Source: an optimization exercise on an open RTL-to-GDS flow (aim: small area). Production flows keep margins and buffers that such runs may drop.
Where RTL was checked, it was by simulation tests only, not by an equivalence proof against the original.
Power figures rest on the tool's default switching activity, not on a simulated workload.

## v10
// medidor_potencia_ca
module medidor_potencia_ca (
  input  logic        clk,
  input  logic        rst,
  input  logic        enable,
  input  logic        sample_valid,
  input  logic [31:0] tensao,
  input  logic [31:0] corrente,
  output logic [63:0] potencia_media,
  output logic [31:0] v_pico,
  output logic [31:0] i_pico,
  output logic [15:0] window_count,
  output logic        result_valid
);
  logic        running;
  logic [9:0]  sample_count;
  logic [73:0] acc;
  logic [31:0] peak_v;
  logic [31:0] peak_i;
  logic [63:0] hold_mean;
  logic [31:0] hold_v;
  logic [31:0] hold_i;
  logic        res1, res2, res3;
  wire flush       = ~enable;
  wire accept      = running & enable & sample_valid;
  wire first       = (sample_count == 10'd0);
  wire window_end  = accept & (&sample_count);
  wire fire        = res3 & enable & ~rst;
  logic [15:0] bneg;
  logic [32:0] cb;
  assign cb = {corrente, 1'b0};
  logic [32:0] pp [16];
  logic [33:0] ta;
  assign ta = {tensao[31], tensao, 1'b0};
  logic [15:0] bone_n, btwo_n;
  logic [33:0] ta_n;
  assign ta_n = ~ta;
  for (genvar i = 0; i < 16; i++) begin : g_booth
    wire b2 = cb[2*i+2];
    wire b1 = cb[2*i+1];
    wire b0 = cb[2*i];
    assign bone_n[i] = ~(accept & (b1 ^ b0));
    assign btwo_n[i] = ~(accept & ((b2 & ~b1 & ~b0) | (~b2 & b1 & b0)));
    assign bneg[i]   = accept & b2 & ~(b1 & b0);
    assign pp[i][0] = (~bone_n[i] & tensao[0]) ^ bneg[i];
    for (genvar j = 1; j < 33; j++) begin : g_sel
      wire sel;
      booth_sel u_sel (.one_n(bone_n[i]), .two_n(btwo_n[i]),
                       .a_n(ta_n[j+1]), .b_n(ta_n[j]), .sel(sel));
      assign pp[i][j] = sel ^ bneg[i];
    end
  end
  logic [73:0] acc_m;
  logic [73:0] sum;
  assign acc_m = first ? 74'd0 : acc;
  logic k1;
  logic k2;
  logic k3;
  logic k4;
  logic k5;
  logic k6;
  logic k7;
  logic k8;
  logic k9;
  logic k10;
  logic k11;
  logic k12;
  logic k13;
  logic k14;
  logic k15;
  logic k16;
  logic k17;
  logic k18;
  logic k19;
  logic k20;
  logic k21;
  logic k22;
  logic k23;
  logic k24;
  logic k25;
  logic k26;
  logic k27;
  logic s28;
  logic c29;
  logic s30;
  logic c31;
  logic s32;
  ...
Size: about 430 flip-flops.
export LEC_CHECK = 0
export CAP_MARGIN = 0
export CORE_MARGIN = 2
export CORE_UTILIZATION = 40
export SLEW_MARGIN = 0
export SYNTH_HIERARCHICAL = 1
export SYNTH_MINIMUM_KEEP_SIZE = 0
create_clock -name core_clock -period 11.0 [get_ports {clk}]
standard.sh (not shown) runs the stock make flow with config.mk's settings and CLKGATE_MAP_FILE= SYNTH_SCRIPT=/design/flow/synth_recipe.tcl, a recipe that flattens the netlist after the stock synthesis.
==> flow/flow/run.sh <==
#!/bin/bash
# Standard layout, with the port buffers made from the smallest buffer cell and
# a clock tree with larger sink clusters and no dummy loads.
set -euo pipefail
bash standard.sh "BUFFER_PORTS_ARGS=-buffer_cell sky130_fd_sc_hd__buf_1" \
  "CTS_ARGS=-sink_clustering_enable -repair_clock_nets -dont_use_dummy_load -sink_clustering_size 24 -sink_clustering_max_diameter 100" \
  finish > flow_make.log 2>&1
Setup changes, v10 to v18
diff --git a/flow/design.v b/flow/design.v
--- a/flow/design.v
+++ b/flow/design.v
@@ -32,26 +32,25 @@
   logic [33:0] ta;
   assign ta = {tensao[31], tensao, 1'b0};
   logic [15:0] bone_n, btwo_n;
   logic [33:0] ta_n;
   assign ta_n = ~ta;
   for (genvar i = 0; i < 16; i++) begin : g_booth
     wire b2 = cb[2*i+2];
     wire b1 = cb[2*i+1];
     wire b0 = cb[2*i];
     assign bone_n[i] = ~(accept & (b1 ^ b0));
     assign btwo_n[i] = ~(accept & ((b2 & ~b1 & ~b0) | (~b2 & b1 & b0)));
     assign bneg[i]   = accept & b2 & ~(b1 & b0);
-    assign pp[i][0] = (~bone_n[i] & tensao[0]) ^ bneg[i];
-    for (genvar j = 1; j < 33; j++) begin : g_sel
+    for (genvar j = 0; j < 33; j++) begin : g_sel
       wire sel;
       booth_sel u_sel (.one_n(bone_n[i]), .two_n(btwo_n[i]),
                        .a_n(ta_n[j+1]), .b_n(ta_n[j]), .sel(sel));
       assign pp[i][j] = sel ^ bneg[i];
     end
   end
   logic [73:0] acc_m;
   logic [73:0] sum;
   assign acc_m = first ? 74'd0 : acc;
   logic k1;
   logic k2;
   logic k3;
@@ -2652,32 +2651,31 @@
   assign sum[62] = cp62 ^ pgd12_61;
   assign sum[63] = cp63 ^ pgd13_62;
   assign sum[64] = cp64 ^ pgu5_63;
   assign sum[65] = cp65 ^ pgd13_64;
   assign sum[66] = cp66 ^ pgd12_65;
   assign sum[67] = cp67 ^ pgd13_66;
   assign sum[68] = cp68 ^ pgd11_67;
   assign sum[69] = cp69 ^ pgd13_68;
   assign sum[70] = cp70 ^ pgd12_69;
   assign sum[71] = cp71 ^ pgd13_70;
   assign sum[72] = cp72 ^ pgd10_71;
   assign sum[73] = cp73 ^ pgd13_72;
-  logic [31:0] abs_v, abs_i, pv_next, pi_next;
+  logic [31:0] abs_v, abs_i, pv_m, pi_m, pv_next, pi_next;
   assign abs_v   = tensao[31]   ? (~tensao + 32'd1)   : tensao;
   assign abs_i   = corrente[31] ? (~corrente + 32'd1) : corrente;
-  logic gt_v, gt_i;
-  cmp_gt u_cmp_v (.a(abs_v), .b(peak_v), .gt(gt_v));
-  cmp_gt u_cmp_i (.a(abs_i), .b(peak_i), .gt(gt_i));
-  assign pv_next = (accept && (first || gt_v)) ? abs_v : peak_v;
-  assign pi_next = (accept && (first || gt_i)) ? abs_i : peak_i;
+  assign pv_m    = first ? 32'd0 : peak_v;
+  assign pi_m    = first ? 32'd0 : peak_i;
+  assign pv_next = (accept && abs_v > pv_m) ? abs_v : pv_m;
+  assign pi_next = (accept && abs_i > pi_m) ? abs_i : pi_m;
   always_ff @(posedge clk) begin
     if (rst)
       running <= 1'b0;
     else
       running <= enable;
   end
   always_ff @(posedge clk) begin
     if (rst || flush)
       sample_count <= '0;
     else if (accept)
       sample_count <= sample_count + 10'd1;
   end
@@ -2705,54 +2703,24 @@
     end
   end
   wire out_load = fire;
   wire out_keep = ~rst & ~(res3 & enable);
   always_ff @(posedge clk) begin
     result_valid   <= fire;
     potencia_media <= ({64{out_load}} & hold_mean) | ({64{out_keep}} & potencia_media);
     v_pico         <= ({32{out_load}} & hold_v)    | ({32{out_keep}} & v_pico);
     i_pico         <= ({32{out_load}} & hold_i)    | ({32{out_keep}} & i_pico);
     window_count   <= ({16{out_load}} & (window_count + 16'd1)) | ({16{out_keep}} & window_count);
   end
 endmodule
-module cmp_gt (
-  input  logic [31:0] a,
-  input  logic [31:0] b,
-  output logic        gt
-);
-  logic [31:0] g0, t0;
-  assign g0 = a & ~b;
-  assign t0 = a | ~b;
-  logic [15:0] g1, t1;
-  logic [7:0]  g2, t2;
-  logic [3:0]  g3, t3;
-  logic [1:0]  g4, t4;
-  for (genvar i = 0; i < 16; i++) begin : l1
-    assign g1[i] = g0[2*i+1] | (t0[2*i+1] & g0[2*i]);
-    assign t1[i] = t0[2*i+1] & t0[2*i];
-  end
-  for (genvar i = 0; i < 8; i++) begin : l2
-    assign g2[i] = g1[2*i+1] | (t1[2*i+1] & g1[2*i]);
-    assign t2[i] = t1[2*i+1] & t1[2*i];
-  end
-  for (genvar i = 0; i < 4; i++) begin : l3
-    assign g3[i] = g2[2*i+1] | (t2[2*i+1] & g2[2*i]);
-    assign t3[i] = t2[2*i+1] & t2[2*i];
-  end
-  for (genvar i = 0; i < 2; i++) begin : l4
-    assign g4[i] = g3[2*i+1] | (t3[2*i+1] & g3[2*i]);
-    assign t4[i] = t3[2*i+1] & t3[2*i];
-  end
-  assign gt = g4[1] | (t4[1] & g4[0]);
-endmodule
 module booth_sel (
   input  logic one_n,
   input  logic two_n,
   input  logic a_n,
   input  logic b_n,
   output logic sel
 );
   assign sel = ~((one_n | a_n) & (two_n | b_n));
 endmodule
 module csa_fa (input logic a, input logic b, input logic c, output logic s, output logic co);
   assign {co, s} = {1'b0, a} + {1'b0, b} + {1'b0, c};
 endmodule
--- outcome ---
- v18 — power 0.25 mW lower, v10 as reference
- Between v18 and v10, the worst-case hold slack is higher for v18.
- Mean post-synth cell area across v18 and v10: no real change.
- v10 → v18: post-route cell area went up, signed area change from the synthesized netlist to the final layout went up.
No run of this note included a check of the RTL's function; only the layout flow was run.

medidor_potencia_ca, a different RTL version from the one above (not shown whole).
Size in the first run: about 430 flip-flops, ~210 I/O pins.
export LEC_CHECK = 0
export CAP_MARGIN = 0
export CORE_MARGIN = 2
export CORE_UTILIZATION = 40
export SLEW_MARGIN = 0
export SYNTH_HIERARCHICAL = 1
export SYNTH_MINIMUM_KEEP_SIZE = 0
create_clock -name core_clock -period 11.0 [get_ports {clk}]
Scripts as last shown in full above: flow/flow/run.sh
Rerun with:
--- a/flow/design.v
+++ b/flow/design.v
@@ -33,23 +33,24 @@
   assign ta = {tensao[31], tensao, 1'b0};
   logic [15:0] bone_n, btwo_n;
   logic [33:0] ta_n;
   assign ta_n = ~ta;
   for (genvar i = 0; i < 16; i++) begin : g_booth
     wire b2 = cb[2*i+2];
     wire b1 = cb[2*i+1];
     wire b0 = cb[2*i];
     assign bone_n[i] = ~(accept & (b1 ^ b0));
     assign btwo_n[i] = ~(accept & ((b2 & ~b1 & ~b0) | (~b2 & b1 & b0)));
     assign bneg[i]   = accept & b2 & ~(b1 & b0);
-    for (genvar j = 0; j < 33; j++) begin : g_sel
+    assign pp[i][0] = (~bone_n[i] & tensao[0]) ^ bneg[i];
+    for (genvar j = 1; j < 33; j++) begin : g_sel
       wire sel;
       booth_sel u_sel (.one_n(bone_n[i]), .two_n(btwo_n[i]),
                        .a_n(ta_n[j+1]), .b_n(ta_n[j]), .sel(sel));
       assign pp[i][j] = sel ^ bneg[i];
     end
   end
   logic [73:0] acc_m;
   logic [73:0] sum;
   assign acc_m = first ? 74'd0 : acc;
   logic k1;
   logic k2;
Result:
- setup slack gains 0.048 ns
- via count shrinks by 0.81%
- total power climbs by 0.68%
- maximum frequency rose by 0.49%
- global-route usage fell by 0.11 points
- hold slack gets better by 0.012 ns
- synthesized area climbs by 0.40%
- sequential share of layout area is higher by 0.14 points

re-timing with driven ports:
The results above use ideal ports. As a check the final layouts listed here were re-extracted and re-timed, cells and wires unchanged.
Step 1: set_driving_cell puts a clkbuf_16 on clk and a buf_2 on each other input, an assumption about the parent block.
Step 2, shift: input delay + t, output delay - t, t = (earliest + latest rising clock arrival at the registers) / 2. This alone moves slack from input paths to output paths.
a / b / c = no drivers / after step 1 / after step 2; a / b = the first two.
| run | t, ns | slack for setup (ns) | hold slack, ns |
|---|---|---|---|
| v10 | 0.683 | 1.192 / 1.186 / 0.503 | 0.423 / 0.423 / 0.423 |
| v18 | 0.664 | 0.976 / 1.017 / 0.352 | 0.430 / 0.430 / 0.430 |
| the first run of note 2 | 0.664 | 1.092 / 1.131 / 0.467 | 0.421 / 0.421 / 0.421 |
| the second run of note 2 | 0.661 | 1.141 / 1.186 / 0.524 | 0.433 / 0.433 / 0.433 |
After both steps every run listed still meets setup and hold. For v10, which loses most, drivers alone change the setup slack by -0.006 ns; drivers and shift together by -0.689 ns.
